Background: an optimization exercise with open tools, aiming at small area and a short achievable clock period. Do not read the settings as production practice. In this exercise RTL edits were held to simulation tests only and were not proved equivalent to the original.

==> inputs of trial 35 <==
// fp_recip
module fp_recip
(
  input  logic        clk,
  input  logic        reset,
  input  logic        in_valid,
  input  logic [31:0] in_word,
  output logic        out_valid,
  output logic [31:0] out_word
);
  logic [7:0] q_in;
  logic [6:0] s_in;    
  always_comb begin
    q_in = 8'd0;
    s_in = 7'd0;
    case (in_word[22:15])
      8'd0: begin q_in = 8'd255; s_in = 7'd0; end
      8'd1: begin q_in = 8'd254; s_in = 7'd1; end
      8'd2: begin q_in = 8'd252; s_in = 7'd4; end
      8'd3: begin q_in = 8'd250; s_in = 7'd9; end
      8'd4: begin q_in = 8'd248; s_in = 7'd16; end
      8'd5: begin q_in = 8'd246; s_in = 7'd25; end
      8'd6: begin q_in = 8'd244; s_in = 7'd36; end
      8'd7: begin q_in = 8'd242; s_in = 7'd49; end
      8'd8: begin q_in = 8'd240; s_in = 7'd64; end
      8'd9: begin q_in = 8'd238; s_in = 7'd81; end
      8'd10: begin q_in = 8'd236; s_in = 7'd100; end
      8'd11: begin q_in = 8'd234; s_in = 7'd121; end
      8'd12: begin q_in = 8'd233; s_in = 7'd4; end
      8'd13: begin q_in = 8'd231; s_in = 7'd28; end
  ...
==> flow/config.mk <==
export PLATFORM = sky130hd
export DESIGN_NAME = fp_recip
export DESIGN_NICKNAME = fp_recip
export VERILOG_FILES = /design/flow/design.v
export SDC_FILE = /design/flow/constraint.sdc
export NUM_CORES = 4
export LEC_CHECK = 0
export CAP_MARGIN = 20
export CORE_MARGIN = 2
export CORE_UTILIZATION = 60
export SETUP_SLACK_MARGIN = 5
export SLEW_MARGIN = 20
export SYNTH_HIERARCHICAL = 1
==> flow/constraint.sdc <==
create_clock -name core_clock -period 12.0 [get_ports {clk}]
set_input_delay 2.4000 -clock core_clock [delete_from_list [all_inputs] [get_ports {clk}]]
set_output_delay 2.4000 -clock core_clock [all_outputs]
set_load 0.01 [all_outputs]
run.sh (not shown) runs the stock make flow with config.mk's settings and CLKGATE_MAP_FILE= SYNTH_SCRIPT=/design/flow/synth_recipe.tcl, a recipe that flattens the netlist after the stock synthesis.
==> inputs of build 23, as changes to trial 35 <==
--- a/flow/design.v
+++ b/flow/design.v
@@ -2472,49 +2472,47 @@
   wire yc324 = x13[28];
   wire ys325 = ~x13[29];
   wire yc325 = x13[29];
   wire ys326 = ~x13[30];
   wire yc326 = x13[30];
   wire [64:0] y_S = {1'b0, yc326, ys326, ys325, ys324, ys323, ys322, ys321, ys320, ys319, ys318, ys317, ys316, ys315, ys314, ys313, ys312, ys311, ys310, ys309, ys308, ys307, ys306, ys305, ys304, ys303, ys302, ys301, ys300, ys299, ys298, ys297, ys296, ys295, ys294, ys293, ys292, ys291, ys290, ys289, ys288, ys287, ys286, ys285, ys284, ys283, ys282, ys281, ys280, ys279, ys278, ys277, ys276, ys275, ys274, ys273, ys272, ys271, ys270, ys269, ys268, ys267, ys266, ys265, ys264};
   wire [64:0] y_C = {1'b0, 1'b0, yc325, yc324, yc323, yc322, yc321, yc320, yc319, yc318, yc317, yc316, yc315, yc314, yc313, yc312, yc311, yc310, yc309, yc308, yc307, yc306, yc305, yc304, yc303, yc302, yc301, yc300, yc299, yc298, yc297, yc296, yc295, yc294, yc293, yc292, yc291, yc290, yc289, yc288, yc287, yc286, yc285, yc284, yc283, yc282, yc281, yc280, yc279, yc278, yc277, yc276, yc275, yc274, yc273, yc272, yc271, yc270, yc269, yc268, yc267, yc266, yc265, yc264, (((yo3[0] & x13[0])) ^ yn3[0])};
-  logic [42:0] ylo;
-  logic [9:0]  yl;
-  assign ylo = {1'b0, y_S[41:0]} + {1'b0, y_C[41:0]};
-  assign yl  = ylo[41:32];
+  logic [53:0] ylo;
+  logic [20:0] yl;
+  assign ylo = {1'b0, y_S[52:0]} + {1'b0, y_C[52:0]};
+  assign yl  = ylo[52:32];
   logic        s4;
   logic [7:0]  eo4;
   logic        sub2_4;
   logic        sub3_4;
-  logic [22:0] yS4;
-  logic [22:0] yC4;
+  logic [11:0] yS4;
+  logic [11:0] yC4;
   logic        ycy4;
-  logic [9:0]  yl4;
+  logic [20:0] yl4;
   always_ff @(posedge clk) begin
     if (reset) out_valid <= 1'b0;
     else       out_valid <= v3;
     s4     <= s3;
     eo4    <= eo3;
     sub2_4 <= sub2_3;
     sub3_4 <= sub3_3;
-    yS4    <= y_S[64:42];
-    yC4    <= y_C[64:42];
-    ycy4   <= ylo[42];
+    yS4    <= y_S[64:53];
+    yC4    <= y_C[64:53];
+    ycy4   <= ylo[53];
     yl4    <= yl;
   end
-  logic [22:0] yh;     
+  logic [11:0] yh;     
+  logic [32:0] y;
   logic [22:0] mo;
-  logic        y9_4;
-  logic        ylsb4;
-  assign y9_4  = yl4[9];
-  assign ylsb4 = yl4[8] & (yl4[7:0] != 8'd0);
-  assign yh = yS4 + yC4 + {22'd0, ycy4};
+  assign yh = yS4 + yC4 + {11'd0, ycy4};
+  assign y  = {yh, yl4};
   always_comb begin
-    if (sub3_4)      mo = yh;
-    else if (sub2_4) mo = {yh[21:0], y9_4};
-    else             mo = {yh[20:0], y9_4, ylsb4};
+    if (sub3_4)      mo = y[32:10];
+    else if (sub2_4) mo = y[31:9];
+    else             mo = {y[30:9], y[8] & (y[7:0] != 8'd0)};
   end
   assign out_word = {s4, eo4, mo};
 endmodule
 module fp_recip_fa
 (
   input  logic a,
   input  logic b,
==> flow/flow/run.sh (new file) <==
#!/bin/bash
export SETUP_SLACK_MARGIN=6
bash standard.sh > standard.log 2>&1
status=$?
exit $status
==> flow/standard.sh (new file) <==
#!/bin/bash
# synth_recipe.tcl (not shown) runs the flow's synth.tcl, then flattens the netlist and writes it again
# the make line also repeats each setting of config.mk as NAME=value (left out here)
make -C /OpenROAD-flow-scripts/flow DESIGN_CONFIG=/design/flow/config.mk WORK_HOME=/design/flow/orfs CLKGATE_MAP_FILE= SYNTH_SCRIPT=/design/flow/synth_recipe.tcl "${@:-finish}"
SETUP_SLACK_MARGIN = not set   (was 5)
removed: flow/run.sh
==> comparison table <==
quantity                                                              build 23     trial 35
Run status                                    no timing/DRC/antenna violations  no timing/DRC/antenna violations
Count of buffers not belonging to the clock network in the layout          189          181
Antenna Diode Count                                                          0            1
Post-CTS Setup Bufs                                                          4            0
Wire length on met1                                                    65.6 mm      61.9 mm
Total number of vias                                                     40300        39400
Launch point of the worst reg-to-reg path                               yo3[3]        q1[0]
Classification of the worst setup path                                 reg2reg      reg2out
Clock buffer count from CTS                                                 40           41
Sequential area share after synthesis                                    12.6%        13.0%
Maximum clock frequency                                              0.171 GHz    0.150 GHz
Synth Area in Adders                                                     42.0%        42.0%
Core Util, Final                                                         64.5%        63.7%
Multi-input logic portion of the cell area                               76.8%        77.1%
Grt met2 use                                                             54.7%        56.5%
Total length of routed wires                                            156 mm       149 mm

==> build 77 <==
fp_recip again, from the RTL that the note above started with.
Settings: LEC_CHECK=0, CAP_MARGIN=20, CORE_MARGIN=2, CORE_UTILIZATION=60, SLEW_MARGIN=20, SYNTH_HIERARCHICAL=1; clock period 12.0 ns.
standard.sh (not shown) runs the stock make flow with config.mk's settings and CLKGATE_MAP_FILE= SYNTH_SCRIPT=/design/flow/synth_recipe.tcl, a recipe that flattens the netlist after the stock synthesis.
==> flow/flow/run.sh <==
#!/bin/bash
export SETUP_SLACK_MARGIN=6
bash standard.sh > standard.log 2>&1
status=$?
exit $status
==> trial 91: changes against build 77 <==
--- a/flow/design.v
+++ b/flow/design.v
@@ -2474,45 +2474,43 @@
   wire yc325 = x13[29];
   wire ys326 = ~x13[30];
   wire yc326 = x13[30];
   wire [64:0] y_S = {1'b0, yc326, ys326, ys325, ys324, ys323, ys322, ys321, ys320, ys319, ys318, ys317, ys316, ys315, ys314, ys313, ys312, ys311, ys310, ys309, ys308, ys307, ys306, ys305, ys304, ys303, ys302, ys301, ys300, ys299, ys298, ys297, ys296, ys295, ys294, ys293, ys292, ys291, ys290, ys289, ys288, ys287, ys286, ys285, ys284, ys283, ys282, ys281, ys280, ys279, ys278, ys277, ys276, ys275, ys274, ys273, ys272, ys271, ys270, ys269, ys268, ys267, ys266, ys265, ys264};
   wire [64:0] y_C = {1'b0, 1'b0, yc325, yc324, yc323, yc322, yc321, yc320, yc319, yc318, yc317, yc316, yc315, yc314, yc313, yc312, yc311, yc310, yc309, yc308, yc307, yc306, yc305, yc304, yc303, yc302, yc301, yc300, yc299, yc298, yc297, yc296, yc295, yc294, yc293, yc292, yc291, yc290, yc289, yc288, yc287, yc286, yc285, yc284, yc283, yc282, yc281, yc280, yc279, yc278, yc277, yc276, yc275, yc274, yc273, yc272, yc271, yc270, yc269, yc268, yc267, yc266, yc265, yc264, (((yo3[0] & x13[0])) ^ yn3[0])};
-  logic [42:0] ylo;
-  logic [9:0]  yl;
-  assign ylo = {1'b0, y_S[41:0]} + {1'b0, y_C[41:0]};
-  assign yl  = ylo[41:32];
+  logic [53:0] ylo;
+  logic [20:0] yl;
+  assign ylo = {1'b0, y_S[52:0]} + {1'b0, y_C[52:0]};
+  assign yl  = ylo[52:32];
   logic        s4;
   logic [7:0]  eo4;
   logic        sub2_4;
   logic        sub3_4;
-  logic [22:0] yS4;
-  logic [22:0] yC4;
+  logic [11:0] yS4;
+  logic [11:0] yC4;
   logic        ycy4;
-  logic [9:0]  yl4;
+  logic [20:0] yl4;
   always_ff @(posedge clk) begin
     if (reset) out_valid <= 1'b0;
     else       out_valid <= v3;
     s4     <= s3;
     eo4    <= eo3;
     sub2_4 <= sub2_3;
     sub3_4 <= sub3_3;
-    yS4    <= y_S[64:42];
-    yC4    <= y_C[64:42];
-    ycy4   <= ylo[42];
+    yS4    <= y_S[64:53];
+    yC4    <= y_C[64:53];
+    ycy4   <= ylo[53];
     yl4    <= yl;
   end
-  logic [22:0] yh;     
+  logic [11:0] yh;     
+  logic [32:0] y;
   logic [22:0] mo;
-  logic        y9_4;
-  logic        ylsb4;
-  assign y9_4  = yl4[9];
-  assign ylsb4 = yl4[8] & (yl4[7:0] != 8'd0);
-  assign yh = yS4 + yC4 + {22'd0, ycy4};
+  assign yh = yS4 + yC4 + {11'd0, ycy4};
+  assign y  = {yh, yl4};
   always_comb begin
-    if (sub3_4)      mo = yh;
-    else if (sub2_4) mo = {yh[21:0], y9_4};
-    else             mo = {yh[20:0], y9_4, ylsb4};
+    if (sub3_4)      mo = y[32:10];
+    else if (sub2_4) mo = y[31:9];
+    else             mo = {y[30:9], y[8] & (y[7:0] != 8'd0)};
   end
   assign out_word = {s4, eo4, mo};
 endmodule
 module fp_recip_fa
 (
==> flow/flow/run.sh (replaced) <==
#!/bin/bash
export SETUP_SLACK_MARGIN=6.5
bash standard.sh > standard.log 2>&1
status=$?
exit $status
==> flow_metrics.py <==
metrics = {
    "setup_path": {
        "cp.arrival_ns": 3.52,
    },
    "global_routing": {
        "met1_usage_pct": 48.92,
    },
    "yosys": {
        "yosys-top-cells-count": "fa_1 (842), xnor2_1 (593), nand2_1 (546)",
    },
    "finish": {
        "num-multi-input-gates": 4170,
    },
    "route": {
        "drt_wl_total_um": 151000,
    },
    "outcome": {
        "outcome": "no timing/DRC/antenna violations",
    },
    "min_path": {
        "hold_start": "eo2[7]$_SDFF_PP0_",
    },
}
# the run above: build 77

==> flow_metrics.py <==
metrics = {
    "finish": {
        "num-multi-input-gates": 4215,
        "multi_input_comb_area_um2": 41700,
    },
    "route": {
        "vias": 41360,
        "routed.top_layer": "met4",
        "drt_wl_total_um": 163800,
    },
    "outcome": {
        "outcome": "no timing/DRC/antenna violations",
    },
    "global_routing": {
        "met1_usage_pct": 52.71,
        "use_met2_pct": 56.35,
    },
    "setup_path": {
        "cp.arrival_ns": 6.17,
    },
    "min_path": {
        "hold_start": "eo3[2]$_DFF_P_",
    },
    "yosys": {
        "yosys-top-cells-count": "fa_1 (842), xnor2_1 (590), nand2_1 (564)",
        "yosysTopAreaCellShare_pct": 33.88,
    },
}
# the run above: trial 91

separate check: timing with driven ports:
The flow's constraints put no driver on any port. The routed layouts listed below were extracted and timed again, unchanged, in two steps. Step 1 sets driving cells, clkbuf_16 on the clock port and buf_2 on the other inputs (assumed; they add their load-dependent delay and slew). Step 2, shift: input delay + t, output delay - t, t = (earliest + latest rising clock arrival at the registers) / 2. This alone moves slack from input paths to output paths. a / b / c = no drivers / after step 1 / after step 2; a / b = the first two.
| run | t (ns) | slack for setup (ns) | latest minus earliest clock arrival (ns) | worst slew at a driven data input, ns |
|---|---|---|---|---|
| trial 35 | 0.655 | 5.316 / 5.245 / 5.576 | 0.042 / 0.043 | 0.04 |
| build 23 | 0.638 | 6.141 / 6.136 / 5.784 | 0.022 / 0.022 | 0.04 |
| build 77 | 0.658 | 6.079 / 6.008 / 6.015 | 0.044 / 0.044 | 0.04 |
| trial 91 | 0.641 | 6.292 / 6.292 / 5.959 | 0.018 / 0.018 | 0.05 |
After both steps setup and hold are still met in every run listed. The setup slack of build 23, which loses most, moves by -0.005 ns with the drivers and by -0.357 ns with both steps.
